What follows belongs to an exercise in optimizing a design on an open flow for small area, a short achievable clock period and few clock cycles; a production flow would make more cautious choices. No run shown here included a check of the RTL's function; only the layout flow was run. Power and IR drop assume default switching activity.

## flow/design.v

```verilog
package score_pkg;
    localparam int score_width   = 16;
    localparam int num_digits    = 5;
    localparam int glyph_rows    = 10;
    localparam int glyph_width   = 28;
    localparam int digit_pitch   = 36;
    localparam int left_margin   = 12;   
    localparam int frame_width   = 192;
    localparam int words_per_row = 6;
    localparam int frame_base    = 16;   
    typedef logic [glyph_width-1:0] glyph_row_t;
    typedef logic [frame_width-1:0] frame_row_t;
    function automatic glyph_row_t digit_font(input logic [3:0] digit, input logic [3:0] row);
        case ({digit, row})
            8'h01: digit_font = 28'h01ffe00;
            8'h02: digit_font = 28'h0e001c0;
            8'h03: digit_font = 28'h7e001f8;
            8'h04: digit_font = 28'h7e001f8;
            8'h05: digit_font = 28'h7e001f8;
            8'h06: digit_font = 28'h7e001f8;
            8'h07: digit_font = 28'h0e001c0;
            8'h08: digit_font = 28'h01ffe00;
            8'h11: digit_font = 28'h00ff000;
            8'h12: digit_font = 28'h07ff000;
            8'h13: digit_font = 28'h3e3f000;
            8'h14: digit_font = 28'h003f000;
            8'h15: digit_font = 28'h003f000;
            8'h16: digit_font = 28'h003f000;
            8'h17: digit_font = 28'h003f000;
            8'h18: digit_font = 28'h7fffff8;
            8'h21: digit_font = 28'h01ffe00;
            8'h22: digit_font = 28'h0fc0fc0;
            8'h23: digit_font = 28'h0e00fc0;
            8'h24: digit_font = 28'h0007e00;
            8'h25: digit_font = 28'h003f000;
            8'h26: digit_font = 28'h01f8000;
            8'h27: digit_font = 28'h0fc01c0;
            8'h28: digit_font = 28'h0ffffc0;
            8'h31: digit_font = 28'h07fff80;
            8'h32: digit_font = 28'h0e00fc0;
            8'h33: digit_font = 28'h0000fc0;
            8'h34: digit_font = 28'h0000e00;
            8'h35: digit_font = 28'h01fffc0;
            8'h36: digit_font = 28'h0000fc0;
            8'h37: digit_font = 28'h0e00fc0;
            8'h38: digit_font = 28'h01ffe00;
            8'h41: digit_font = 28'h0000e00;
            8'h42: digit_font = 28'h0007e00;
            8'h43: digit_font = 28'h0038e00;
            8'h44: digit_font = 28'h01c0e00;
            8'h45: digit_font = 28'h0e00e00;
            8'h46: digit_font = 28'h0fffff8;
            8'h47: digit_font = 28'h0000e00;
            8'h48: digit_font = 28'h0000e00;
            8'h51: digit_font = 28'h0ffffc0;
            8'h52: digit_font = 28'h0e000c0;
            8'h53: digit_font = 28'h0e00000;
            8'h54: digit_font = 28'h0ffffc0;
            8'h55: digit_font = 28'h0ffffc0;
            8'h56: digit_font = 28'h00001c0;
            8'h57: digit_font = 28'h0e001c0;
            8'h58: digit_font = 28'h0ffffc0;
            8'h61: digit_font = 28'h0ffff80;
            8'h62: digit_font = 28'h0e00180;
            8'h63: digit_font = 28'h0e00000;
            8'h64: digit_font = 28'h0e00000;
            8'h65: digit_font = 28'h0ffffc0;
            8'h66: digit_font = 28'h0e001c0;
            8'h67: digit_font = 28'h0e001c0;
            8'h68: digit_font = 28'h0ffffc0;
            8'h71: digit_font = 28'h0ffffc0;
            8'h72: digit_font = 28'h0e001c0;
            8'h73: digit_font = 28'h0e001c0;
            8'h74: digit_font = 28'h00001c0;
            8'h75: digit_font = 28'h00001c0;
            8'h76: digit_font = 28'h00001c0;
            8'h77: digit_font = 28'h00001c0;
            8'h78: digit_font = 28'h00001c0;
            8'h81: digit_font = 28'h01ffe00;
            8'h82: digit_font = 28'h0e001c0;
            8'h83: digit_font = 28'h0e001c0;
            8'h84: digit_font = 28'h01ffe00;
            8'h85: digit_font = 28'h0e001c0;
            8'h86: digit_font = 28'h0e001c0;
            8'h87: digit_font = 28'h0e001c0;
            8'h88: digit_font = 28'h01ffe00;
            8'h91: digit_font = 28'h0ffffc0;
            8'h92: digit_font = 28'h0e001c0;
            8'h93: digit_font = 28'h0e001c0;
            8'h94: digit_font = 28'h0ffffc0;
            8'h95: digit_font = 28'h00001c0;
            8'h96: digit_font = 28'h00001c0;
            8'h97: digit_font = 28'h0e001c0;
            8'h98: digit_font = 28'h0ffffc0;
            default: digit_font = '0;
        endcase
    endfunction
endpackage
`timescale 1ns/1ps
module bin_to_bcd (
    input  logic        clk,
    input  logic        rst,
    input  logic        start,      
    input  logic [15:0] bin_in,     
    input  logic [15:0] bin,        
    output logic        busy,
    output logic [18:0] digits      
);
    logic [2:0]  step_q;
    logic [2:0]  bits;
    logic [18:0] next;
    always_comb begin
        case (step_q)
            3'd0:    bits = bin[14:12];
            3'd1:    bits = bin[11:9];
            3'd2:    bits = bin[8:6];
            3'd3:    bits = bin[5:3];
            default: bits = bin[2:0];
        endcase
    end
    always_comb begin
        logic [3:0] d [4];
        logic [2:0] t;
        d[0] = digits[3:0];
        d[1] = digits[7:4];
        d[2] = digits[11:8];
        d[3] = digits[15:12];
        t    = digits[18:16];
        for (int k = 2; k >= 0; k--) begin
            for (int i = 0; i < 4; i++) begin
                if (d[i] > 4'd4) d[i] = d[i] + 4'd3;
            end
            t    = {t[1:0], d[3][3]};
            d[3] = {d[3][2:0], d[2][3]};
            d[2] = {d[2][2:0], d[1][3]};
            d[1] = {d[1][2:0], d[0][3]};
            d[0] = {d[0][2:0], bits[k]};
        end
        next = {t, d[3], d[2], d[1], d[0]};
    end
    always_ff @(posedge clk) begin
        if (rst) begin
            busy   <= 1'b0;
            digits <= {3'h7, 16'hffff};
        end else if (start) begin
            busy   <= 1'b1;
            step_q <= 3'd0;
            digits <= {18'd0, bin_in[15]};
        end else if (busy) begin
            digits <= next;
            step_q <= step_q + 3'd1;
            if (step_q == 3'd4) busy <= 1'b0;
        end
    end
endmodule
`timescale 1ns/1ps
module score_ctrl (
    input  logic        clk,
    input  logic        rst,
    input  logic        cyc,
    input  logic        stb,
    input  logic        we,
    input  logic [7:0]  adr,
    input  logic [31:0] dat,
    output logic        ack,
    output logic [31:0] rdat,
    output logic        start,      
    output logic [15:0] score,
    input  logic        busy,       
    output logic        rd_frame,
    output logic [3:0]  rd_row,
    output logic [2:0]  rd_word,
    input  logic [31:0] rd_data
);
    logic        req;
    logic        match;
    logic        hit;
    logic        waiting;
    logic        miss;
    logic        rv_ok;
    logic        load;
    logic [15:0] score_q;
    logic        v_q;
    logic [7:0]  pa_q;
    logic [7:0]  na_q;
    logic [7:0]  na_next;
    logic [31:0] data_q;
    logic [31:0] rv;
    assign req     = cyc && stb;
    assign match   = (adr == pa_q);
    assign hit     = req && !we && v_q && match;
    assign waiting = !v_q && (adr == na_q);
    assign miss    = req && !we && !(v_q && match) && !waiting;
    assign start   = req && we && (adr == 8'd0);
    assign ack   = req && (we || (v_q && match));
    assign rdat  = data_q;
    assign score = score_q;
    assign rd_frame = (na_q >= 8'd16) && (na_q < 8'd96) && (na_q[2:0] < 3'd6);
    assign rd_row   = na_q[6:3] - 4'd2;
    assign rd_word  = na_q[2:0];
    assign rv       = rd_data | {16'd0, score_q & {16{na_q == 8'd0}}};
    assign rv_ok = !busy || !((na_q >= 8'd24) && (na_q < 8'd88));
    assign load  = !start && !miss && (!v_q || hit) && rv_ok;
    always_comb begin
        if (na_q == 8'd0)            na_next = 8'd16;
        else if (na_q[2:0] == 3'd5)  na_next = {na_q[7:3] + 5'd1, 3'd0};
        else                         na_next = na_q + 8'd1;
    end
    always_ff @(posedge clk) begin
        if (rst) begin
            score_q <= '0;
            v_q     <= 1'b0;
            na_q    <= 8'd0;
        end else if (start) begin
            score_q <= dat[15:0];
            v_q     <= 1'b1;
            na_q    <= 8'd16;
        end else if (miss) begin
            v_q     <= 1'b0;
            na_q    <= adr;
        end else if (load) begin
            v_q     <= 1'b1;
            na_q    <= na_next;
        end else if (hit) begin
            v_q     <= 1'b0;
        end
    end
    always_ff @(posedge clk) begin
        if (start) begin
            pa_q   <= 8'd0;
            data_q <= {16'd0, dat[15:0]};
        end else if (load) begin
            pa_q   <= na_q;
            data_q <= rv;
        end
    end
endmodule
`timescale 1ns/1ps
module glyph_renderer (
    input  logic [3:0]              digit,
    input  logic [3:0]              row,
    output score_pkg::glyph_row_t   glyph
);
    always_comb begin
        glyph = score_pkg::digit_font(digit, row);
    end
endmodule
`timescale 1ns/1ps
module frame_buffer (
    input  logic [18:0] digits,    
    input  logic        rd_frame,  
    input  logic [3:0]  rd_row,
    input  logic [2:0]  rd_word,
    output logic [31:0] rd_data
);
    logic [score_pkg::num_digits-1:0][score_pkg::glyph_width-1:0] glyph;
    logic [score_pkg::frame_width-1:0]                             line;
    logic [3:0]                                        d4;
    assign d4 = (digits[18:16] == 3'h7) ? 4'hf : {1'b0, digits[18:16]};
    glyph_renderer u_g0 (.digit(digits[3:0]),   .row(rd_row), .glyph(glyph[0]));
    glyph_renderer u_g1 (.digit(digits[7:4]),   .row(rd_row), .glyph(glyph[1]));
    glyph_renderer u_g2 (.digit(digits[11:8]),  .row(rd_row), .glyph(glyph[2]));
    glyph_renderer u_g3 (.digit(digits[15:12]), .row(rd_row), .glyph(glyph[3]));
    glyph_renderer u_g4 (.digit(d4),            .row(rd_row), .glyph(glyph[4]));
    always_comb begin
        line = '0;
        for (int p = 0; p < score_pkg::num_digits; p++) begin
            line[score_pkg::left_margin + p * score_pkg::digit_pitch +: score_pkg::glyph_width]
                = glyph[p];
        end
    end
    always_comb begin
        case (rd_word)
            3'd0:    rd_data = line[31:0];
            3'd1:    rd_data = line[63:32];
            3'd2:    rd_data = line[95:64];
            3'd3:    rd_data = line[127:96];
            3'd4:    rd_data = line[159:128];
            3'd5:    rd_data = line[191:160];
            default: rd_data = '0;
        endcase
        if (!rd_frame) rd_data = '0;
    end
endmodule
`timescale 1ns/1ps
module score_render_top (
    input  logic        clk,
    input  logic        rst,
    input  logic        wb_cyc_i,
    input  logic        wb_stb_i,
    input  logic        wb_we_i,
    input  logic [7:0]  wb_adr_i,
    input  logic [31:0] wb_dat_i,
    output logic        wb_ack_o,
    output logic [31:0] wb_dat_o
);
    logic        start;
    logic [15:0] score;
    logic        busy;
    logic [18:0] digits;
    logic        rd_frame;
    logic [3:0]  rd_row;
    logic [2:0]  rd_word;
    logic [31:0] rd_data;
    score_ctrl u_score_ctrl (
        .clk      (clk),
        .rst      (rst),
        .cyc      (wb_cyc_i),
        .stb      (wb_stb_i),
        .we       (wb_we_i),
        .adr      (wb_adr_i),
        .dat      (wb_dat_i),
        .ack      (wb_ack_o),
        .rdat     (wb_dat_o),
        .start    (start),
        .score    (score),
        .busy     (busy),
        .rd_frame (rd_frame),
        .rd_row   (rd_row),
        .rd_word  (rd_word),
        .rd_data  (rd_data)
    );
    bin_to_bcd u_bin_to_bcd (
        .clk    (clk),
        .rst    (rst),
        .start  (start),
        .bin_in (wb_dat_i[15:0]),
        .bin    (score),
        .busy   (busy),
        .digits (digits)
    );
    frame_buffer u_frame_buffer (
        .digits   (digits),
        .rd_frame (rd_frame),
        .rd_row   (rd_row),
        .rd_word  (rd_word),
        .rd_data  (rd_data)
    );
endmodule
```

## flow/run.sh

```bash
#!/bin/bash
# synth_recipe.tcl (not shown) runs the flow's synth.tcl, then flattens the netlist and writes it again
# the make line also repeats each setting of config.mk as NAME=value (left out here)
make -C /OpenROAD-flow-scripts/flow DESIGN_CONFIG=/design/flow/config.mk WORK_HOME=/design/flow/orfs CLKGATE_MAP_FILE= SYNTH_SCRIPT=/design/flow/synth_recipe.tcl finish
```

## flow/config.mk

```make
export PLATFORM = sky130hd
export DESIGN_NAME = score_render_top
export DESIGN_NICKNAME = score_render_top
export VERILOG_FILES = /design/flow/design.v
export SDC_FILE = /design/flow/constraint.sdc
export NUM_CORES = 4
export LEC_CHECK = 0
export CAP_MARGIN = 20
export CORE_MARGIN = 2
export CORE_UTILIZATION = 40
export SLEW_MARGIN = 20
export SYNTH_MEMORY_MAX_BITS = 8192
```

## flow/constraint.sdc

```tcl
create_clock -name core_clock -period 5.5 [get_ports {clk}]
set_input_delay 1.1000 -clock core_clock [delete_from_list [all_inputs] [get_ports {clk}]]
set_output_delay 1.1000 -clock core_clock [all_outputs]
set_load 0.01 [all_outputs]
```

==> results of run 1 <==
critical path, delay by kind of cell (launching register included):
kind	cells	cell delay, ps
DFF	1	590
AOI/OAI and AO/OA	4	1060
buffers and inverters	2	670
muxes	2	1220
adders and majority gates	1	330
and+or+nand+nor	1	350
per-layer routing:
layer  track usage, %  part of all wire, %  vias to the layer above
li1                 -                    -                     5143
met1             45.8                   41                     5375
met2             47.4                   40                      747
met3             8.29                   13                      157
met4             15.8                  5.6                        0
met5                0                    0                        -
registers in the layout (all words and copies together), names as in the netlist:
| register | flops |
|---|---|
| u_bin_to_bcd.busy | 1 |
| u_bin_to_bcd.digits | 19 |
| u_bin_to_bcd.step_q | 3 |
| u_score_ctrl.data_q | 32 |
| u_score_ctrl.na_q | 8 |
| u_score_ctrl.pa_q | 8 |
| u_score_ctrl.score_q | 16 |
| u_score_ctrl.v_q | 1 |
layout by cell type (no fill, tap or decap), types with 15 or more instances in the layout:
cell type          n
a211o_1           15
xnor2_1           23
dfxtp_1           69
buf_4             47
clkdlybuf4s50_1   61
nand2_1          175
a31oi_1           19
edfxtp_1          19
o31ai_1           17
nor2b_1           21
nor3_1            36
nand4_1           15
nand3_1           53
mux2i_1           31
ha_1              37
a21oi_1          120
o21ai_0           96
a211oi_1          19
inv_1             32
o211ai_1          30
nor2_1           106
per-stage QoR:
step	std cells	total power [uW]
6_report	1693	2180
5_1_grt	1693	2220
4_1_cts	1693	2140
3_5_place_dp	1677	1510
3_3_place_gp	1677	1510
2_1_floorplan	1369	1180
worst min path at each step:
stage,slack [ps],end,start,cells past startpoint
after floorplan,440,u_score_ctrl.score_q[15],u_score_ctrl.score_q[15],2
after global placement,430,u_score_ctrl.data_q[21],u_score_ctrl.data_q[21],2
after detailed placement,440,u_score_ctrl.data_q[21],u_score_ctrl.data_q[21],2
after CTS,450,u_score_ctrl.data_q[21],u_score_ctrl.data_q[21],2
after global routing,470,u_score_ctrl.data_q[21],u_score_ctrl.data_q[21],2
final,440,u_score_ctrl.data_q[21],u_score_ctrl.data_q[21],2
report_power, final:
group / internal, uW / switching [uW]
Sequential: 680 / 25.3
Clock: 315 / 320
Combinational: 247 / 596
cell families (layout without fill, tap and decap cells):
kind of cell             Yosys count  count (layout)  share of synthesized area (%)
buffers and inverters            156             161                           6.59
flip-flops                        88              88                           20.1
AND/OR/NAND/NOR                  513             513                           25.7
adder cells (fa/ha/maj)           37              37                           4.77
multiplexers                      47              47                           5.12
XOR/XNOR                          32              32                           3.04
AO/OA/AOI/OAI                    496             496                           34.6
area by class of cell:
cell class / count / area (um2)
clock buffer: 10 / 229
clock inverter: 6 / 50.0
fill: 2440 / 12700
inverter: 35 / 131
multi-input combinational: 1125 / 7130
sequential: 88 / 1950
tap: 319 / 399
timing repair buffer: 110 / 1000
==> flow_summary.yaml, run 1 <==
global_route:
  grtUsageTotal_pct: 33.0
  grt_pass1_vias: 10300
  grt_pass1_wl_um: 64900
  grt_start_max_net_pins: 52
  grt-ovfl-total: 0
  antenna_found_initial: 0
setup_path:
  worst-setup-path-type: "register to register"
  r2r_end: "u_score_ctrl.data_q[6]"
  slowest_stage: "mux2i_2"
  startpoint_type: "register"
  reg2reg_depth: 10
  setup.worst_path.start: "u_score_ctrl.na_q[5]"
  r2r_start: "u_score_ctrl.na_q[5]"
  crit_top_cell: "o2111ai_1"
  critPathRequiredTime_ps: 5590
  crit_path_end: "u_score_ctrl.data_q[6]"
  cp_cell_sequence: "inv_1 -> ha_1 -> buf_4 -> mux2_2 -> mux2i_2 -> o2111ai_1 -> nand4_1 -> o2111ai_1 -> a222oi_1 -> o21ai_1"
  path_max_fanout: 51
  r2r_setup_slack_ps: 990
  cp-end-kind: "register"
  cpPeakStageDelay_ps: 800
  crit_arrival_ps: 4600
clocking:
  htreeDepth: 3
  postCtsSetupBuffers: 0
  cts_buffer_depth: 2
  clock_latency_ps: 360
  cts_sinks: 88
  cts_buffers: 9
  post_cts_resized: 0
  cts_tree: "done"
  cts-root-buf: "clkbuf_16"
  ctsHoldBuffers: 0
  path_clk_slew_ps: 80
layout:
  finalNetCount: 1451
  syn2layout_area_growth_pct: 12.3
  final_area_um2: 10900
  antenna_cells: 0
  finish.utilization_pct: 46.1
  layout-drive-gt1-share_pct: 8.22
timing:
  hold_viol_final: 0
  setup_violations: 0
  worst_slew_pin_slew_ps: 1200
  fin_skew_ps: 12.4
  slew_viol_final: 0
  rsz0062_at_grt: "false"
  max_freq_mhz: 222
  setup_ws_ps: 987
  period_share_pct: 82.1
  finalSetupTns_ps: 0
  hold_slack_ps: 442
  max_slew_margin_pct: 19.5
  min_period_ps: 4510
route:
  routed_via_density: 6.75
  wl_um: 43400
  vias: 11400
  drc: 0
  ant_nets: 0
  drt-pass1-iter-count: 6
  drtIter0Drc: 1650
  wl_per_cell_um: 25.6
yosys:
  netlist.area_leader.share_pct: 14.2
  ys_types: 90
  syn_avg_cell_area_um2: 7.09
  netlist_area_um2: 9700
  async_flop_share_pct: 0
  synth-edff-count: 19
  ys.warnings.count: 5
  post-synth-top-count-cell: "nand2_1"
  synth_seq_cells: 88
  syn_inst: 1369
  synth.area.top_cells: "dfxtp_1 (14%), nand2_1 (6.8%), a21oi_1 (6.2%), edfxtp_1 (5.9%), o21ai_0 (5.0%)"
  ys_seq_area_share_pct: 20.1
  synthTopCellsByCount: "nand2_1 (175), a21oi_1 (120), nor2_1 (106)"
  synth_area_leader_cell: "dfxtp_1"
  synth.net_count: 1451
  synthFlopType: "dfxtp_1"
floorplanning:
  core_um2: 23600
  rows: 56
  ios: 78
  fp.dieH_um: 160
  start_util_pct: 41.1
  fp.dieArea_um2: 25500
  die_w_um: 160
power:
  p_leak_uw: 0.00393
  power_density_nw_per_um2: 200
  peakVddDrop_uv: 134
placement:
  place_hpwl_um: 31500
  gp_congestion: 1.12
  pre_cts_slack_ps: 1250
  place_area_um2: 10600
  port_buffers: 61
outcome:
  status: "timing/DRC/antenna clean"
min_path:
  hold_class: "register to register"
flow_run:
  cap_violations: 0
==> inputs of run 2 (changes only) <==
--- a/flow/design.v
+++ b/flow/design.v
@@ -119,4 +119,10 @@
         endcase
     end
+    function automatic logic [3:0] add3(input logic [3:0] v);
+        add3[3] = v[3] | (v[2] & (v[1] | v[0]));
+        add3[2] = (v[2] & ~v[1] & ~v[0]) | (v[3] & v[0]);
+        add3[1] = (~v[2] & v[1]) | (v[1] & v[0]) | (v[3] & ~v[0]);
+        add3[0] = (~v[3] & ~v[2] & v[0]) | (v[2] & v[1] & ~v[0]) | (v[3] & ~v[0]);
+    endfunction
     always_comb begin
         logic [3:0] d [4];
@@ -128,7 +134,5 @@
         t    = digits[18:16];
         for (int k = 2; k >= 0; k--) begin
-            for (int i = 0; i < 4; i++) begin
-                if (d[i] > 4'd4) d[i] = d[i] + 4'd3;
-            end
+            for (int i = 0; i < 4; i++) d[i] = add3(d[i]);
             t    = {t[1:0], d[3][3]};
             d[3] = {d[3][2:0], d[2][3]};
@@ -148,7 +152,7 @@
             digits <= {18'd0, bin_in[15]};
         end else if (busy) begin
-            digits <= next;
+            if (step_q != 3'd5) digits <= next;
             step_q <= step_q + 3'd1;
-            if (step_q == 3'd4) busy <= 1'b0;
+            if (step_q == 3'd5) busy <= 1'b0;   
         end
     end
@@ -168,6 +172,5 @@
     output logic [15:0] score,
     input  logic        busy,       
-    output logic        rd_frame,
-    output logic [3:0]  rd_row,
+    output logic [7:0]  nxt_adr,    
     output logic [2:0]  rd_word,
     input  logic [31:0] rd_data
@@ -196,6 +199,4 @@
     assign rdat  = data_q;
     assign score = score_q;
-    assign rd_frame = (na_q >= 8'd16) && (na_q < 8'd96) && (na_q[2:0] < 3'd6);
-    assign rd_row   = na_q[6:3] - 4'd2;
     assign rd_word  = na_q[2:0];
     assign rv       = rd_data | {16'd0, score_q & {16{na_q == 8'd0}}};
@@ -207,4 +208,11 @@
         else                         na_next = na_q + 8'd1;
     end
+    always_comb begin
+        if (rst)        nxt_adr = 8'd0;
+        else if (start) nxt_adr = 8'd16;
+        else if (miss)  nxt_adr = adr;
+        else if (load)  nxt_adr = na_next;
+        else            nxt_adr = na_q;
+    end
     always_ff @(posedge clk) begin
         if (rst) begin
@@ -248,37 +256,55 @@
 `timescale 1ns/1ps
 module frame_buffer (
+    input  logic        clk,
     input  logic [18:0] digits,    
-    input  logic        rd_frame,  
-    input  logic [3:0]  rd_row,
-    input  logic [2:0]  rd_word,
-    output logic [31:0] rd_data
+    input  logic [7:0]  nxt_adr,   
+    input  logic [2:0]  rd_word,   
+    output logic [31:0] rd_data    
 );
-    logic [score_pkg::num_digits-1:0][score_pkg::glyph_width-1:0] glyph;
-    logic [score_pkg::frame_width-1:0]                             line;
-    logic [3:0]                                        d4;
-    assign d4 = (digits[18:16] == 3'h7) ? 4'hf : {1'b0, digits[18:16]};
-    glyph_renderer u_g0 (.digit(digits[3:0]),   .row(rd_row), .glyph(glyph[0]));
-    glyph_renderer u_g1 (.digit(digits[7:4]),   .row(rd_row), .glyph(glyph[1]));
-    glyph_renderer u_g2 (.digit(digits[11:8]),  .row(rd_row), .glyph(glyph[2]));
-    glyph_renderer u_g3 (.digit(digits[15:12]), .row(rd_row), .glyph(glyph[3]));
-    glyph_renderer u_g4 (.digit(d4),            .row(rd_row), .glyph(glyph[4]));
-    always_comb begin
-        line = '0;
-        for (int p = 0; p < score_pkg::num_digits; p++) begin
-            line[score_pkg::left_margin + p * score_pkg::digit_pitch +: score_pkg::glyph_width]
-                = glyph[p];
+    logic [3:0]                        dig [5];
+    logic [3:0]                        dh;     
+    logic [3:0]                        dl;     
+    logic [3:0]                        dh_q;
+    logic [3:0]                        dl_q;
+    logic [3:0]                        row_q;
+    logic [score_pkg::glyph_width-1:0] gh;
+    logic [score_pkg::glyph_width-1:0] gl;
+    assign dig[0] = digits[3:0];
+    assign dig[1] = digits[7:4];
+    assign dig[2] = digits[11:8];
+    assign dig[3] = digits[15:12];
+    assign dig[4] = (digits[18:16] == 3'h7) ? 4'hf : {1'b0, digits[18:16]};
+    always_comb begin
+        dh = 4'hf;
+        dl = 4'hf;
+        if (!nxt_adr[7]) begin
+            case (nxt_adr[2:0])
+                3'd0: begin dh = dig[0];                 end
+                3'd1: begin dh = dig[1]; dl = dig[0];    end
+                3'd2: begin dh = dig[2]; dl = dig[1];    end
+                3'd3: begin dh = dig[3]; dl = dig[2];    end
+                3'd4: begin dh = dig[4]; dl = dig[3];    end
+                3'd5: begin              dl = dig[4];    end
+                default: ;
+            endcase
         end
     end
+    always_ff @(posedge clk) begin
+        dh_q  <= dh;
+        dl_q  <= dl;
+        row_q <= nxt_adr[6:3] - 4'd2;
+    end
+    glyph_renderer u_gh (.digit(dh_q), .row(row_q), .glyph(gh));
+    glyph_renderer u_gl (.digit(dl_q), .row(row_q), .glyph(gl));
     always_comb begin
-        case (rd_word)
-            3'd0:    rd_data = line[31:0];
-            3'd1:    rd_data = line[63:32];
-            3'd2:    rd_data = line[95:64];
-            3'd3:    rd_data = line[127:96];
-            3'd4:    rd_data = line[159:128];
-            3'd5:    rd_data = line[191:160];
-            default: rd_data = '0;
-        endcase
-        if (!rd_frame) rd_data = '0;
+        rd_data = '0;
+        for (int j = 0; j < 32; j++) begin
+            for (int w = 0; w < 6; w++) begin
+                if (rd_word == 3'(w)) begin
+                    if (w <= 4 && j >= 12 + 4 * w) rd_data[j] = gh[j - 12 - 4 * w];
+                    if (w >= 1 && j < 4 + 4 * w)   rd_data[j] = gl[j + 24 - 4 * w];
+                end
+            end
+        end
     end
 endmodule
@@ -299,6 +325,5 @@
     logic        busy;
     logic [18:0] digits;
-    logic        rd_frame;
-    logic [3:0]  rd_row;
+    logic [7:0]  nxt_adr;
     logic [2:0]  rd_word;
     logic [31:0] rd_data;
@@ -316,6 +341,5 @@
         .score    (score),
         .busy     (busy),
-        .rd_frame (rd_frame),
-        .rd_row   (rd_row),
+        .nxt_adr  (nxt_adr),
         .rd_word  (rd_word),
         .rd_data  (rd_data)
@@ -331,7 +355,7 @@
     );
     frame_buffer u_frame_buffer (
+        .clk      (clk),
         .digits   (digits),
-        .rd_frame (rd_frame),
-        .rd_row   (rd_row),
+        .nxt_adr  (nxt_adr),
         .rd_word  (rd_word),
         .rd_data  (rd_data)
--- a/flow/config.mk
+++ b/flow/config.mk
@@ -6,7 +6,9 @@
 export NUM_CORES = 4
 export LEC_CHECK = 0
+export ABC_AREA = 1
 export CAP_MARGIN = 20
 export CORE_MARGIN = 2
 export CORE_UTILIZATION = 40
+export SETUP_SLACK_MARGIN = 2.3
 export SLEW_MARGIN = 20
 export SYNTH_MEMORY_MAX_BITS = 8192
==> run 2 against run 1 <==
Synthesized cell count is 8.5% lower. Count of clock-buffer cells in the layout is the same. Sequential power grew 33%. Flip-flop and latch count up 11. First-iteration DRC count is 54% lower. Worst setup slack gained 1400 ps. Non-clock buffer count fell by 12. Clock skew decreased by 1.6 ps. Die area down 21%. Combinational power up 23%.
==> flow_summary.yaml, run 2 <==
yosys:
  synth_area_leader_cell: "dfxtp_1"
  synth_seq_cells: 99
  synthTopCellsByCount: "nand2_1 (386), inv_1 (149), o21ai_0 (112)"
  synth.net_count: 1311
  netlist.area_leader.share_pct: 21.0
  post-synth-top-count-cell: "nand2_1"
  async_flop_share_pct: 0
  ys.warnings.count: 6
  synth.area.top_cells: "dfxtp_1 (21%), nand2_1 (19%), edfxtp_1 (7.5%), o21ai_0 (7.3%), inv_1 (7.3%)"
  ys_types: 54
  synthFlopType: "dfxtp_1"
  ys_seq_area_share_pct: 28.5
  syn_avg_cell_area_um2: 6.10
  synth-edff-count: 19
  syn_inst: 1252
  netlist_area_um2: 7630
layout:
  multi_input_area_um2: 4700
  final_common_cell: "nand2_1"
  final_area_um2: 9020
  final_cell_mix: "nand2_1 (384), inv_1 (144), o21ai_0 (111)"
  top_register: "u_score_ctrl.data_q"
  nFillCells: 1984
  syn2layout_area_growth_pct: 18.2
  layout-drive-gt1-share_pct: 10.5
  reg_top3: "u_score_ctrl.data_q (32), u_bin_to_bcd.digits (19), u_score_ctrl.score_q (16)"
  final_cell_count_no_fill: 1559
  largest_reg_flops: 32
  antenna_cells: 0
  register_area_um2: 2170
  finalNetCount: 1379
clocking:
  path_clk_slew_ps: 70
  htreeDepth: 3
  cts_buffers: 9
  cts_sinks: 99
  cts_tree: "done"
  cts_buffer_depth: 2
  clock_latency_ps: 370
  cts-root-buf: "clkbuf_16"
floorplanning:
  die_w_um: 142
  ios: 78
  core_um2: 18700
  start_util_pct: 40.8
  rows: 50
  fp.dieH_um: 142
  fp.dieArea_um2: 20200
setup_path:
  startpoint_type: "primary input"
  critPathRequiredTime_ps: 4400
  critical_path_buf_inv_count: 3
  worst-setup-path-type: "primary input to primary output"
  cpPeakStageDelay_ps: 200
  cp_cell_sequence: "buf_2 -> xnor2_2 -> inv_2 -> nor2_1 -> nand3_2 -> a21oi_2 -> buf_2"
  crit_family: "buffers and inverters"
  crit_arrival_ps: 2020
  crit_top_cell: "buf_2"
  path_max_fanout: 7
  r2r_setup_slack_ps: 2520
  cp-end-kind: "primary output"
  slowest_stage: "xnor2_2"
timing:
  rsz0062_at_grt: "false"
  finalSetupTns_ps: 0
  setup_violations: 0
  worst_slew_pin_slew_ps: 855
  hold_viol_final: 0
  slew_viol_final: 0
  fin_skew_ps: 10.8
  max_freq_mhz: 320
  min_period_ps: 3120
  period_share_pct: 56.8
  max_slew_margin_pct: 42.5
route:
  drc: 0
  wl_um: 25000
  routed_via_density: 5.42
  drtIter0Drc: 756
  ant_nets: 0
  wl_per_cell_um: 16.0
  drt-pass1-iter-count: 7
  vias: 8451
placement:
  port_buffers: 61
  gp_congestion: 0.953
  dp.cells: 1515
  place_hpwl_um: 19100
  place_area_um2: 8400
power:
  power_density_nw_per_um2: 296
  peakVddDrop_uv: 192
  totalPowerFinal_uw: 2670
  p_leak_uw: 0.00438
global_route:
  grt-ovfl-total: 0
  grtUsageTotal_pct: 24.5
  grt_pass1_wl_um: 39300
  use_met2_pct: 41.7
  grt_start_max_net_pins: 32
  grt.busiest_layer: "met2"
  antenna_found_initial: 0
  grt_pass1_vias: 7692
  met1_usage_pct: 32.5
  grtUsageMet3_pct: 3.20
min_path:
  hold_class: "register to register"
outcome:
  status: "timing/DRC/antenna clean"
flow_run:
  cap_violations: 0
-- run 2: repair_timing --
action                                  in CTS  in global routing
resized for setup                           46                 28
setup buffers                               13                 15
pin swaps                                    5                 11
endpoints found under the setup margin      35                 35
gates cloned                                 0                  0
hold buffers                                 0                  0
-- run 2: worst paths after layout --
path                                              start                       to  cells after the start
worst max-delay path                        wb_adr_i[1]                 wb_ack_o                      7
worst min-delay path            u_score_ctrl.data_q[24]  u_score_ctrl.data_q[24]                      2
worst min register to register  u_score_ctrl.data_q[24]  u_score_ctrl.data_q[24]                      2
worst max register to register  u_frame_buffer.row_q[0]   u_score_ctrl.data_q[3]                     18
-- run 2: area by class of cell --
class / instances / share of cell area, %
repair buffers: 98 / 9.74
multi-input cells: 939 / 52.1
flip-flops and latches: 99 / 24.1
well taps: 234 / 3.25
clock inverters: 6 / 0.874
inverters: 173 / 7.38
clock buffers: 10 / 2.54
-- run 2: layer usage --
metal / share of wire, % / wire [um]
met3: 4.7 / 1170
met1: 46 / 11500
met2: 47 / 11700
met5: 0 / 0
met4: 2.3 / 565
-- run 2: tightest hold or removal path, delay by kind of cell (launching register included) --
kind	cells	cell delay, ps
flip-flops	1	310
AND/OR/NAND/NOR	2	100
-- run 2: logic make-up (layout without fill, tap and decap cells) --
group / count (synthesis) / in the layout / synth area share, %
AOI/OAI and AO/OA: 268 / 268 / 20.1
xor gates and xnor gates: 6 / 6 / 0.787
adders and majority gates: 14 / 14 / 2.30
buffers and inverters: 214 / 287 / 11.2
DFF: 99 / 99 / 28.5
and+or+nand+nor: 651 / 651 / 37.2
-- run 2: power breakdown --
| part | switching (uW) | leakage [uW] | internal, uW |
|---|---|---|---|
| Clock | 319 | 0.000152 | 365 |
| Sequential | 110 | 0.000849 | 832 |
| Combinational | 659 | 0.00338 | 384 |
| Total | 1090 | 0.00438 | 1580 |
-- run 2: stage by stage --
stage,hold WS [ps],util [%],setup WS (ps)
2_1_floorplan,442,-,2470
3_3_place_gp,439,44.9,1190
3_5_place_dp,440,44.9,1190
4_1_cts,454,47.3,2270
5_1_grt,466,48.2,2310
6_report,451,48.2,2380
==> inputs of run 3 (changes only) <==
--- a/flow/design.v
+++ b/flow/design.v
@@ -174,72 +174,46 @@
     output logic [7:0]  nxt_adr,    
     output logic [2:0]  rd_word,
-    input  logic [31:0] rd_data
+    input  logic [31:0] rd_data     
 );
     logic        req;
     logic        match;
+    logic        ok;
     logic        hit;
-    logic        waiting;
     logic        miss;
-    logic        rv_ok;
-    logic        load;
     logic [15:0] score_q;
-    logic        v_q;
     logic [7:0]  pa_q;
-    logic [7:0]  na_q;
-    logic [7:0]  na_next;
-    logic [31:0] data_q;
-    logic [31:0] rv;
-    assign req     = cyc && stb;
-    assign match   = (adr == pa_q);
-    assign hit     = req && !we && v_q && match;
-    assign waiting = !v_q && (adr == na_q);
-    assign miss    = req && !we && !(v_q && match) && !waiting;
-    assign start   = req && we && (adr == 8'd0);
-    assign ack   = req && (we || (v_q && match));
-    assign rdat  = data_q;
+    logic        is0_q;
+    logic [7:0]  pa_next;
+    assign req   = cyc && stb;
+    assign match = (adr == pa_q);
+    assign ok    = !busy || !((pa_q >= 8'd24) && (pa_q < 8'd88));
+    assign hit   = req && !we && match && ok;
+    assign miss  = req && !we && !match;
+    assign start = req && we && (adr == 8'd0);
+    assign ack   = req && (we || (match && ok));
+    assign rdat  = rd_data | {16'd0, score_q & {16{is0_q}}};
     assign score = score_q;
-    assign rd_word  = na_q[2:0];
-    assign rv       = rd_data | {16'd0, score_q & {16{na_q == 8'd0}}};
-    assign rv_ok = !busy || !((na_q >= 8'd24) && (na_q < 8'd88));
-    assign load  = !start && !miss && (!v_q || hit) && rv_ok;
+    assign rd_word = pa_q[2:0];
     always_comb begin
-        if (na_q == 8'd0)            na_next = 8'd16;
-        else if (na_q[2:0] == 3'd5)  na_next = {na_q[7:3] + 5'd1, 3'd0};
-        else                         na_next = na_q + 8'd1;
+        if (pa_q == 8'd0)            pa_next = 8'd16;
+        else if (pa_q[2:0] == 3'd5)  pa_next = {pa_q[7:3] + 5'd1, 3'd0};
+        else                         pa_next = pa_q + 8'd1;
     end
     always_comb begin
-        if (rst)        nxt_adr = 8'd0;
-        else if (start) nxt_adr = 8'd16;
-        else if (miss)  nxt_adr = adr;
-        else if (load)  nxt_adr = na_next;
-        else            nxt_adr = na_q;
+        if (rst || start) nxt_adr = 8'd0;
+        else if (miss)    nxt_adr = adr;
+        else if (hit)     nxt_adr = pa_next;
+        else              nxt_adr = pa_q;
     end
     always_ff @(posedge clk) begin
         if (rst) begin
             score_q <= '0;
-            v_q     <= 1'b0;
-            na_q    <= 8'd0;
         end else if (start) begin
             score_q <= dat[15:0];
-            v_q     <= 1'b1;
-            na_q    <= 8'd16;
-        end else if (miss) begin
-            v_q     <= 1'b0;
-            na_q    <= adr;
-        end else if (load) begin
-            v_q     <= 1'b1;
-            na_q    <= na_next;
-        end else if (hit) begin
-            v_q     <= 1'b0;
         end
     end
     always_ff @(posedge clk) begin
-        if (start) begin
-            pa_q   <= 8'd0;
-            data_q <= {16'd0, dat[15:0]};
-        end else if (load) begin
-            pa_q   <= na_q;
-            data_q <= rv;
-        end
+        pa_q  <= nxt_adr;
+        is0_q <= (nxt_adr == 8'd0);
     end
 endmodule
==> run 3 against run 2 <==
Still clean. Cell count is 7.9% lower. Combinational power fell by 52%. Wire length fell by 12%. Worst setup slack lost 520 ps. Worst hold slack better by 56 ps. Core utilization increased by 7.4 points. Count of clock-buffer cells in the layout rose by 3. Synthesized cell count shrank 10%. Sequential power fell by 49%. Sequential share of layout area shrank 9.4 points. Clock power down 22%. Via count decreased by 8.2%.
==> flow_summary.yaml, run 3 <==
floorplanning:
  start_util_pct: 40.7
  die_w_um: 128
  core_um2: 15100
  ios: 78
  fp.dieArea_um2: 16400
  fp.dieH_um: 128
  rows: 45
setup_path:
  slowest_stage: "dfxtp_4"
  r2r_start: "u_score_ctrl.pa_q[2]"
  cpPeakStageDelay_ps: 370
  critical_path_buf_inv_count: 6
  r2r_setup_slack_ps: 2690
  worst-setup-path-type: "register to primary output"
  cp-end-kind: "primary output"
  critPathRequiredTime_ps: 4400
  crit_family: "simple AND/OR/NAND/NOR gates"
  startpoint_type: "register"
  cp_cell_sequence: "inv_6 -> ha_4 -> nand3_4 -> buf_12 -> nand2_8 -> nand2_2 -> o21ai_2 -> o21ai_1 -> nand2_1 -> buf_6 -> buf_6 -> buf_6 -> nand2_2 -> nand2_2 -> nand3_2 -> nand2_1 -> nand2_1 -> nand2_1 -> nand2_1 -> o21ai_1 -> buf_2"
  crit_arrival_ps: 2550
  r2r_end: "u_score_ctrl.is0_q"
  crit_top_cell: "nand2_1"
  path_max_fanout: 4
  reg2reg_depth: 20
yosys:
  syn_avg_cell_area_um2: 5.48
  yosys.area_share.xor_xnor_pct: 0.426
  synth.area.top_cells: "nand2_1 (20%), dfxtp_1 (18%), nor2_1 (9.3%), inv_1 (9.1%), o21ai_0 (8.0%)"
  syn_inst: 1126
  async_flop_share_pct: 0
  ys_types: 55
  synth-edff-count: 3
  synth_seq_cells: 59
  synth_compound_area_share_pct: 19.8
  netlist.area_leader.share_pct: 20.3
  synth_top_family_by_area: "simple AND/OR/NAND/NOR gates"
  ys.warnings.count: 6
  muxShareOfSynthArea_pct: 0
  synth.net_count: 1186
  yosys.area_share.adder_pct: 3.04
  ys_seq_area_share_pct: 19.6
  netlist_area_um2: 6170
  synthTopCellsByCount: "nand2_1 (333), nor2_1 (153), inv_1 (150)"
  synthFlopType: "dfxtp_1"
  yosys.area_share.simple_pct: 44.0
  synth_area_leader_cell: "nand2_1"
  post-synth-top-count-cell: "nand2_1"
clocking:
  cts_buffers: 9
  clock_latency_ps: 320
  htreeDepth: 3
  cts_buffer_depth: 2
  ctsHoldBuffers: 0
  cts_tree: "done"
  path_clk_slew_ps: 50
  cts_sinks: 59
  cts-root-buf: "clkbuf_16"
layout:
  finalNetCount: 1302
  final_common_cell: "nand2_1"
  final_area_um2: 8420
  nFillCells: 1544
  largest_reg_flops: 19
  top_register: "u_bin_to_bcd.digits"
  layout-drive-gt1-share_pct: 26.6
  syn2layout_area_growth_pct: 36.5
  final_cell_mix: "nand2_1 (282), nor2_1 (133), inv_1 (130)"
  reg_top3: "u_bin_to_bcd.digits (19), u_score_ctrl.score_q (16), u_score_ctrl.pa_q (7)"
global_route:
  met1_usage_pct: 35.6
  grtUsageMet3_pct: 3.59
  antenna_found_initial: 1
  grt_pass1_wl_um: 34500
  grt-ovfl-total: 0
  grtUsageTotal_pct: 26.1
  grt_pass1_vias: 6888
  grt.busiest_layer: "met2"
  use_met2_pct: 42.1
  grt_start_max_net_pins: 22
timing:
  fin_skew_ps: 7.63
  period_share_pct: 66.3
  slew_viol_final: 0
  rsz0062_at_grt: "true"
  hold_slack_ps: 507
  max_freq_mhz: 274
  finalSetupTns_ps: 0
  worst_slew_pin_slew_ps: 626
  max_slew_margin_pct: 58.2
  setup_violations: 0
  min_period_ps: 3650
  hold_viol_final: 0
power:
  power_density_nw_per_um2: 180
  switchingPower_uw: 525
  totalPowerFinal_uw: 1510
  seqPwrFrac_pct: 32.0
  switching_share_pct: 34.7
  clkPwrFrac_pct: 35.3
  p_leak_uw: 0.00436
  internal_power_uw: 988
  peakVddDrop_uv: 120
  combPwrFrac_pct: 32.7
route:
  wl_per_cell_um: 15.3
  drc: 0
  drt-pass1-iter-count: 7
  routed_via_density: 5.40
  vias: 7759
  wl_um: 22000
  drtIter0Drc: 636
  ant_nets: 0
placement:
  place_area_um2: 6840
  gp_congestion: 0.974
  port_buffers: 61
  place_hpwl_um: 15800
min_path:
  hold_class: "register to register"
  min_to: "u_bin_to_bcd.digits[17]"
  worstHoldStart: "u_bin_to_bcd.digits[17]"
  holdPathStages: 2
outcome:
  status: "timing/DRC/antenna clean"
flow_run:
  cap_violations: 0
==> run 3: cell count changes after synthesis, sizes merged, moves of 16 or more <==
cell    delta
nor2      +42
o22ai     -18
dfxtp     -24
nor3      +17
edfxtp    -16
nand2     -55
o21ai     -20
==> run 3: logic make-up after synthesis <==
family | count (synthesis)
compound gates | 216
xor+xnor | 3
fa+ha+maj | 15
buf+inv | 196
flops | 59
simple gates | 637
==> run 3: final cells by class <==
cell class,instances,area [um2],area share (%)
clock inverters,3,40.0,0.476
multi-input cells,872,4910,58.4
inverters,160,643,7.64
diodes,1,2.50,0.0297
flip-flops and latches,59,1240,14.7
clock buffers,13,240,2.85
well taps,188,235,2.79
repair buffers,140,1110,13.1
==> run 3: worst max-delay path by stage <==
stage                                  from  cells after the start           end
CTS                 u_frame_buffer.row_q[0]                     19   wb_dat_o[6]
global placement    u_frame_buffer.row_q[0]                     13  wb_dat_o[15]
global route        u_frame_buffer.row_q[0]                     21  wb_dat_o[30]
detailed placement  u_frame_buffer.row_q[0]                     13  wb_dat_o[15]
finish              u_frame_buffer.row_q[0]                     21  wb_dat_o[30]
floorplan           u_frame_buffer.row_q[0]                     15   wb_dat_o[1]
==> run 3: what timing repair did <==
item                                    4_1_cts  5_1_grt
gates resized for setup                     324      120
buffers inserted                             53       22
endpoints found under the hold margin         0        0
cloned                                        1        0
pin swaps                                    50       45
endpoints found under the setup margin       44       44
==> run 3: worst register-to-register path: cells and delay by family, from the launching register on <==
family	cells	cell delay, ps
compound gates	1	140
flops	1	660
simple gates	13	1150
fa+ha+maj	1	190
xor+xnor	1	160
buf+inv	4	400
==> run 3: power by group through the flow <==
stage	registers, uW	logic [uW]	clock network (uW)
finish	484	495	534
floorplan	463	246	0
detailed placement	490	340	0
CTS	481	419	545
global route	486	538	568
global placement	491	343	0
==> run 3: layer usage <==
layer  share of wire [%]  vias up
met3                 5.2       51
met5                   0        -
met4                 3.1        0
met1                  46     3547
met2                  46      253
li1                    -     3908
==> run 3: through the flow <==
step,cells,setup slack (ps),utilization (%)
CTS,1413,1880,51.8
finish,1436,1850,55.6
detailed placement,1343,1000,45.2
floorplan,1126,2310,-
global placement,1343,983,45.2
global route,1435,1680,55.6
==> inputs of run 4 (changes only) <==
--- a/flow/design.v
+++ b/flow/design.v
@@ -105,18 +105,24 @@
     input  logic [15:0] bin,        
     output logic        busy,
+    output logic        written,    
     output logic [18:0] digits      
 );
     logic [2:0]  step_q;
-    logic [2:0]  bits;
+    logic [1:0]  bits;
     logic [18:0] next;
+    logic [3:0]  top;
+    logic [7:0]  top_bcd;
     always_comb begin
         case (step_q)
-            3'd0:    bits = bin[14:12];
-            3'd1:    bits = bin[11:9];
-            3'd2:    bits = bin[8:6];
-            3'd3:    bits = bin[5:3];
-            default: bits = bin[2:0];
+            3'd0:    bits = bin[11:10];
+            3'd1:    bits = bin[9:8];
+            3'd2:    bits = bin[7:6];
+            3'd3:    bits = bin[5:4];
+            3'd4:    bits = bin[3:2];
+            default: bits = bin[1:0];
         endcase
     end
+    assign top     = bin_in[15:12];
+    assign top_bcd = (top > 4'd9) ? {4'd1, top - 4'd10} : {4'd0, top};
     function automatic logic [3:0] add3(input logic [3:0] v);
         add3[3] = v[3] | (v[2] & (v[1] | v[0]));
@@ -133,5 +139,5 @@
         d[3] = digits[15:12];
         t    = digits[18:16];
-        for (int k = 2; k >= 0; k--) begin
+        for (int k = 1; k >= 0; k--) begin
             for (int i = 0; i < 4; i++) d[i] = add3(d[i]);
             t    = {t[1:0], d[3][3]};
@@ -145,14 +151,20 @@
     always_ff @(posedge clk) begin
         if (rst) begin
-            busy   <= 1'b0;
-            digits <= {3'h7, 16'hffff};
+            busy    <= 1'b0;
+            written <= 1'b0;
         end else if (start) begin
-            busy   <= 1'b1;
+            busy    <= 1'b1;
+            written <= 1'b1;
+        end else if (busy && step_q == 3'd6) begin
+            busy    <= 1'b0;   
+        end
+    end
+    always_ff @(posedge clk) begin
+        if (start) begin
             step_q <= 3'd0;
-            digits <= {18'd0, bin_in[15]};
+            digits <= {11'd0, top_bcd};
         end else if (busy) begin
-            if (step_q != 3'd5) digits <= next;
+            if (step_q != 3'd6) digits <= next;
             step_q <= step_q + 3'd1;
-            if (step_q == 3'd5) busy <= 1'b0;   
         end
     end
@@ -225,5 +237,5 @@
 );
     always_comb begin
-        glyph = score_pkg::digit_font(digit, row);
+        glyph = score_pkg::digit_font(digit[3] ? {3'b100, digit[0]} : digit, row);
     end
 endmodule
@@ -231,4 +243,5 @@
 module frame_buffer (
     input  logic        clk,
+    input  logic        written,   
     input  logic [18:0] digits,    
     input  logic [7:0]  nxt_adr,   
@@ -248,24 +261,19 @@
     assign dig[2] = digits[11:8];
     assign dig[3] = digits[15:12];
-    assign dig[4] = (digits[18:16] == 3'h7) ? 4'hf : {1'b0, digits[18:16]};
+    assign dig[4] = {1'b0, digits[18:16]};
     always_comb begin
-        dh = 4'hf;
-        dl = 4'hf;
-        if (!nxt_adr[7]) begin
-            case (nxt_adr[2:0])
-                3'd0: begin dh = dig[0];                 end
-                3'd1: begin dh = dig[1]; dl = dig[0];    end
-                3'd2: begin dh = dig[2]; dl = dig[1];    end
-                3'd3: begin dh = dig[3]; dl = dig[2];    end
-                3'd4: begin dh = dig[4]; dl = dig[3];    end
-                3'd5: begin              dl = dig[4];    end
-                default: ;
-            endcase
-        end
+        case (nxt_adr[2:0])
+            3'd0:    begin dh = dig[0]; dl = dig[4]; end
+            3'd1:    begin dh = dig[1]; dl = dig[0]; end
+            3'd2:    begin dh = dig[2]; dl = dig[1]; end
+            3'd3:    begin dh = dig[3]; dl = dig[2]; end
+            3'd4:    begin dh = dig[4]; dl = dig[3]; end
+            default: begin dh = dig[0]; dl = dig[4]; end
+        endcase
     end
     always_ff @(posedge clk) begin
         dh_q  <= dh;
         dl_q  <= dl;
-        row_q <= nxt_adr[6:3] - 4'd2;
+        row_q <= (written && !nxt_adr[7]) ? nxt_adr[6:3] - 4'd2 : 4'd0;
     end
     glyph_renderer u_gh (.digit(dh_q), .row(row_q), .glyph(gh));
@@ -298,4 +306,5 @@
     logic [15:0] score;
     logic        busy;
+    logic        written;
     logic [18:0] digits;
     logic [7:0]  nxt_adr;
@@ -325,9 +334,11 @@
         .bin_in (wb_dat_i[15:0]),
         .bin    (score),
-        .busy   (busy),
-        .digits (digits)
+        .busy    (busy),
+        .written (written),
+        .digits  (digits)
     );
     frame_buffer u_frame_buffer (
         .clk      (clk),
+        .written  (written),
         .digits   (digits),
         .nxt_adr  (nxt_adr),
--- a/flow/config.mk
+++ b/flow/config.mk
@@ -10,5 +10,5 @@
 export CORE_MARGIN = 2
 export CORE_UTILIZATION = 40
-export SETUP_SLACK_MARGIN = 2.3
+export SETUP_SLACK_MARGIN = 2.0
 export SLEW_MARGIN = 20
 export SYNTH_MEMORY_MAX_BITS = 8192
==> run 4 against run 3 <==
Still clean on timing, DRC and antenna. Register-to-register slack about the same. Wire length decreased by 0.54%. Clock power increased by 12%. Global-route usage decreased by 0.50 points. First-iteration DRC count increased by 15%. Power increased by 9.1%. Combinational power increased by 5.9%. Non-clock buffer count decreased by 13. Synthesized cell count decreased by 3.7%. Critical path type unchanged. Largest power group unchanged. Highest routed layer unchanged.
==> flow_summary.yaml, run 4 <==
outcome:
  status: "timing/DRC/antenna clean"
route:
  ant_nets: 0
  wl_um: 21900
  drt-pass1-iter-count: 6
  drc: 0
  vias: 7561
  wl_per_cell_um: 15.8
  drtIter0Drc: 734
  routed_via_density: 5.46
floorplanning:
  core_um2: 15100
  die_w_um: 128
  rows: 45
  ios: 78
  fp.dieArea_um2: 16500
  start_util_pct: 40.9
  fp.dieH_um: 128
yosys:
  muxShareOfSynthArea_pct: 0
  syn_inst: 1084
  synth_area_leader_cell: "nand2_1"
  yosys.area_share.adder_pct: 3.23
  netlist_area_um2: 6190
  yosys.area_share.xor_xnor_pct: 0.566
  synth.net_count: 1145
  synthTopCellsByCount: "nand2_1 (327), nor2_1 (120), inv_1 (118)"
  synth_compound_area_share_pct: 18.0
  ys_seq_area_share_pct: 21.0
  netlist.area_leader.share_pct: 19.8
  post-synth-top-count-cell: "nand2_1"
  ys.warnings.count: 6
  synth-edff-count: 8
  yosys.area_share.simple_pct: 45.1
  synth_seq_cells: 61
  syn_avg_cell_area_um2: 5.71
  synth.area.top_cells: "nand2_1 (20%), dfxtp_1 (17%), nor2_1 (7.3%), inv_1 (7.2%), nand3_1 (6.9%)"
  async_flop_share_pct: 0
  ys_types: 54
  synthFlopType: "dfxtp_1"
  synth_top_family_by_area: "simple AND/OR/NAND/NOR gates"
timing:
  period_share_pct: 65.5
  worst_slew_pin_slew_ps: 911
  setup_violations: 0
  max_slew_margin_pct: 39.1
  max_freq_mhz: 278
  min_period_ps: 3600
  rsz0062_at_grt: "true"
  hold_viol_final: 0
  fin_skew_ps: 8.28
  slew_viol_final: 0
  finalSetupTns_ps: 0
setup_path:
  critPathRequiredTime_ps: 4400
  startpoint_type: "register"
  path_max_fanout: 5
  worst-setup-path-type: "register to primary output"
  cp-end-kind: "primary output"
  crit_arrival_ps: 2500
clocking:
  cts_buffer_depth: 2
  cts_buffers: 9
  cts_tree: "done"
  cts_sinks: 61
  clock_latency_ps: 330
  cts-root-buf: "clkbuf_16"
  htreeDepth: 3
  path_clk_slew_ps: 50
  ctsHoldBuffers: 0
power:
  peakVddDrop_uv: 155
  p_leak_uw: 0.00417
  power_density_nw_per_um2: 197
  totalPowerFinal_uw: 1650
layout:
  syn2layout_area_growth_pct: 35.3
  reg_top3: "u_bin_to_bcd.digits (19), u_score_ctrl.score_q (16), u_score_ctrl.pa_q (8)"
  largest_reg_flops: 19
  top_register: "u_bin_to_bcd.digits"
  nFillCells: 1495
  finalNetCount: 1252
  layout-drive-gt1-share_pct: 29.3
  antenna_cells: 0
  final_cell_mix: "nand2_1 (271), inv_1 (105), nor2_1 (103)"
  final_common_cell: "nand2_1"
placement:
  gp_congestion: 0.928
  port_buffers: 61
  place_hpwl_um: 15500
flow_run:
  cap_violations: 0
global_route:
  grt_pass1_vias: 7004
  grt_start_max_net_pins: 28
  grtUsageTotal_pct: 25.6
  antenna_found_initial: 0
  grt_pass1_wl_um: 34100
  grt-ovfl-total: 0
min_path:
  hold_class: "register to register"
run 4: area by class of cell:
cell class | instances | area, um2 | share of cell area [%]
multi-input combinational | 844 | 4880 | 58.3
sequential | 61 | 1330 | 15.9
timing repair buffer | 127 | 993 | 11.9
inverter | 147 | 602 | 7.19
clock buffer | 14 | 285 | 3.41
tap | 188 | 235 | 2.81
clock inverter | 2 | 37.5 | 0.448
timing repair inverter | 1 | 5.00 | 0.0598
run 4: cell families (layout without fill, tap and decap cells):
| kind of cell | count (synthesis) | after routing |
|---|---|---|
| DFF | 61 | 61 |
| xor gates and xnor gates | 4 | 4 |
| adders and majority gates | 16 | 16 |
| buffers and inverters | 180 | 291 |
| AOI/OAI and AO/OA | 196 | 196 |
| and+or+nand+nor | 627 | 628 |
run 4: worst paths after layout:
| check | from | depth (start not counted) | to | slack [ps] |
|---|---|---|---|---|
| max reg2reg | u_score_ctrl.pa_q[1] | 13 | u_frame_buffer.row_q[3] | 2690 |
| max | u_frame_buffer.row_q[0] | 16 | wb_dat_o[14] | 1900 |
| min reg2reg | u_score_ctrl.score_q[13] | 2 | u_score_ctrl.score_q[13] | 460 |
| min | u_score_ctrl.score_q[13] | 2 | u_score_ctrl.score_q[13] | 460 |
run 4: metal layers:
| metal | track usage [%] | share of wire [%] | wire [um] |
|---|---|---|---|
| met1 | 33.6 | 44 | 9570 |
| met4 | 9.76 | 3.4 | 739 |
| met5 | 0 | 0 | 0 |
| met2 | 41.8 | 47 | 10300 |
| met3 | 4.74 | 6.2 | 1350 |
run 4: critical path: stages (launching register included):
cell and delay [ps]:
dfxtp_4 370, inv_6 80, ha_4 170, nand3_4 180, nand2_8 170, nand2_4 60
o21ai_2 140, nand3_2 120, nand3_2 90, nand2_2 60, nand2_4 100, buf_6 100
nand2_1 50, o21ai_1 90, nand2_1 60, o211ai_1 150, buf_2 190
run 4: per-stage QoR:
| step | util [%] | area, um2 | cells | setup slack [ps] | hold WS, ps |
|---|---|---|---|---|---|
| after floorplan | - | 6190 | 1084 | 2410 | 428 |
| after global placement | 45.3 | 6860 | 1302 | 1310 | 445 |
| after detailed placement | 45.3 | 6860 | 1302 | 1330 | 451 |
| after CTS | 51.6 | 7810 | 1365 | 1870 | 458 |
| after global routing | 55.3 | 8380 | 1384 | 1750 | 480 |
| final | 55.3 | 8380 | 1384 | 1900 | 457 |
run 4: where the power goes:
part	total, uW	switching, uW	internal, uW
Clock	599	196	403
Sequential	527	50.0	477
Combinational	524	324	200
Total	1650	570	1080
run 4: what timing repair did:
action	in CTS	in global routing
gates resized for setup	257	136
setup endpoints to repair	33	42
pin swaps	30	48
gates cloned	1	1
buffers inserted	46	18
==> inputs of run 5 (changes only) <==
--- a/flow/config.mk
+++ b/flow/config.mk
@@ -10,5 +10,5 @@
 export CORE_MARGIN = 2
 export CORE_UTILIZATION = 40
-export SETUP_SLACK_MARGIN = 2.0
+export SETUP_SLACK_MARGIN = 1.5
 export SLEW_MARGIN = 20
 export SYNTH_MEMORY_MAX_BITS = 8192
==> run 5 against run 4 <==
Cell count fell by 3.5%. Area after synthesis did not move. Fmax fell by 10%.
==> flow_summary.yaml, run 5 <==
outcome:
  status: "timing/DRC/antenna clean"
clocking:
  cts_tree: "done"
  cts-root-buf: "clkbuf_16"
  cts_sinks: 61
  path_clk_slew_ps: 50
  htreeDepth: 3
  cts_buffers: 9
  clock_latency_ps: 330
  cts_buffer_depth: 2
route:
  ant_nets: 0
  drc: 0
  drt-pass1-iter-count: 5
  wl_per_cell_um: 14.9
  drtIter0Drc: 730
  vias: 7109
  wl_um: 19900
  routed_via_density: 5.32
setup_path:
  cp-end-kind: "primary output"
  startpoint_type: "register"
  cp_cell_sequence: "inv_4 -> ha_4 -> nand3_4 -> buf_2 -> o21ai_2 -> nand2_2 -> o21ai_1 -> nand2_1 -> clkinv_1 -> nor2_1 -> o21ai_1 -> nand2_1 -> nand2_1 -> inv_2 -> o21ai_1 -> nand2_1 -> nand2_1 -> clkdlybuf4s50_1"
  critPathRequiredTime_ps: 4400
  path_max_fanout: 6
  crit_arrival_ps: 2900
  slowest_stage: "clkdlybuf4s50_1"
  cpPeakStageDelay_ps: 530
  crit_top_cell: "nand2_1"
  worst-setup-path-type: "register to primary output"
timing:
  min_period_ps: 4000
  hold_viol_final: 0
  hold_slack_ps: 459
  max_slew_margin_pct: 36.2
  rsz0062_at_grt: "true"
  period_share_pct: 72.8
  setup_ws_ps: 1500
  slew_viol_final: 0
  finalSetupTns_ps: 0
  fin_skew_ps: 7.16
  worst_slew_pin_slew_ps: 956
  setup_violations: 0
  max_freq_mhz: 250
yosys:
  synthTopCellsByCount: "nand2_1 (327), nor2_1 (120), inv_1 (118)"
  ys_seq_area_share_pct: 21.0
  synth.area.top_cells: "nand2_1 (20%), dfxtp_1 (17%), nor2_1 (7.3%), inv_1 (7.2%), nand3_1 (6.9%)"
  syn_inst: 1084
  synthFlopType: "dfxtp_1"
  ys_types: 54
  syn_avg_cell_area_um2: 5.71
  async_flop_share_pct: 0
  netlist_area_um2: 6190
  post-synth-top-count-cell: "nand2_1"
  synth_seq_cells: 61
  synth.net_count: 1145
  netlist.area_leader.share_pct: 19.8
  ys.warnings.count: 6
  synth_area_leader_cell: "nand2_1"
  synth-edff-count: 8
power:
  p_leak_uw: 0.00392
  peakVddDrop_uv: 154
  power_density_nw_per_um2: 209
floorplanning:
  core_um2: 15100
  die_w_um: 128
  fp.dieH_um: 128
  start_util_pct: 40.9
  rows: 45
  fp.dieArea_um2: 16500
  ios: 78
placement:
  place_hpwl_um: 15500
  pre_cts_slack_ps: 1330
  gp_congestion: 0.928
  dp.cells: 1302
  place_area_um2: 6860
  port_buffers: 61
global_route:
  grt-ovfl-total: 0
  grt_pass1_vias: 6599
  grt_pass1_wl_um: 32400
  grt_start_max_net_pins: 28
  grtUsageTotal_pct: 24.3
  antenna_found_initial: 0
layout:
  final_cell_count_no_fill: 1336
  antenna_cells: 0
  final_cell_mix: "nand2_1 (311), inv_1 (112), nor2_1 (111)"
  largest_reg_flops: 19
  final_common_cell: "nand2_1"
  top_register: "u_bin_to_bcd.digits"
  reg_top3: "u_bin_to_bcd.digits (19), u_score_ctrl.score_q (16), u_score_ctrl.pa_q (8)"
  syn2layout_area_growth_pct: 21.8
  finalNetCount: 1204
  final_area_um2: 7540
  layout-drive-gt1-share_pct: 14.2
flow_run:
  cap_violations: 0
min_path:
  hold_class: "register to register"
## run 5: cell counts after synthesis
No cell type changed its count.
## run 5: through the flow
| stage | total power (uW) | util [%] |
|---|---|---|
| floorplan | 808 | - |
| global placement | 956 | 45.3 |
| detailed placement | 953 | 45.3 |
| CTS | 1560 | 48.2 |
| global route | 1660 | 49.8 |
| finish | 1570 | 49.8 |
## run 5: worst max-delay path, delay by kind of cell (launching register included)
family / cells / cell delay [ps]
AND/OR/NAND/NOR: 8 / 700
AO/OA/AOI/OAI: 4 / 430
flip-flops: 1 / 360
buffers and inverters: 5 / 950
adder cells (fa/ha/maj): 1 / 150
## run 5: final cells by class
type	instances	area (um2)
multi-input cells	843	4310
inverters	147	572
flip-flops and latches	61	1320
well taps	188	235
fillers	1598	7610
repair buffers	81	776
clock inverters	2	37.5
clock buffers	14	285
## run 5: worst paths after layout
| path | startpoint | to | slack (ps) | cells after the start |
|---|---|---|---|---|
| setup / recovery | u_frame_buffer.row_q[1] | wb_dat_o[8] | 1500 | 18 |
| hold / removal | u_score_ctrl.score_q[13] | u_score_ctrl.score_q[13] | 460 | 2 |
| setup reg to reg | u_score_ctrl.pa_q[2] | u_frame_buffer.row_q[3] | 2610 | 14 |
| hold reg to reg | u_score_ctrl.score_q[13] | u_score_ctrl.score_q[13] | 460 | 2 |
## run 5: logic make-up (layout without fill, tap and decap cells)
group                      Yosys count  in the layout  share of synthesized area [%]
AOI/OAI and AO/OA                  196            196                           18.0
xor gates and xnor gates             4              4                          0.566
adders and majority gates           16             16                           3.23
buffers and inverters              180            244                           12.1
DFF                                 61             61                           21.0
and+or+nand+nor                    627            627                           45.1
## run 5: routing by layer
| metal | track usage, % | vias up | share of wire, % |
|---|---|---|---|
| li1 | - | 3661 | - |
| met1 | 33.1 | 3193 | 47 |
| met2 | 39.1 | 216 | 45 |
| met3 | 3.99 | 39 | 4.9 |
| met4 | 8.40 | 0 | 2.7 |
| met5 | 0 | - | 0 |
## run 5: where the power goes
part	internal, uW	leakage (uW)	switching (uW)
clock network	403	0.000154	194
logic	174	0.00325	272
registers	477	0.000511	53.4
## run 5: repair_timing
item	in CTS	in global routing
endpoints found under the setup margin	33	31
pin swaps	2	7
setup buffers	4	14
resized for setup	44	51
hold buffers	0	0

what the ideal ports hide:
The results above use ideal ports. As a check the final layouts listed here were re-extracted and re-timed, cells and wires unchanged.
Step 1: set_driving_cell puts a clkbuf_16 on clk and a buf_2 on each other input, an assumption about the parent block.
Step 2 moves the port delays by t, midway between the first and last clock arrival at a register: inputs arrive t later, outputs are due t later. That takes back most of the time a late clock gives input paths.
Three values: no drivers, after step 1, after step 2; two values: the first two.
run	t (ns)	slack for setup (ns)	slew at the worst register clock pin (ns)	cell pins on the clock port's net
run 1	0.407	0.987 / 0.987 / 0.987	0.08 / 0.08	1
run 2	0.406	2.377 / 2.356 / 2.119	0.08 / 0.08	1
run 3	0.359	1.852 / 1.812 / 2.084	0.05 / 0.05	1
run 4	0.362	1.898 / 1.859 / 1.779	0.06 / 0.06	1
run 5	0.362	1.497 / 1.457 / 1.724	0.05 / 0.05	1
After both steps every run listed still meets setup and hold. For run 2, which loses most, drivers alone change the setup slack by -0.021 ns; drivers and shift together by -0.258 ns.
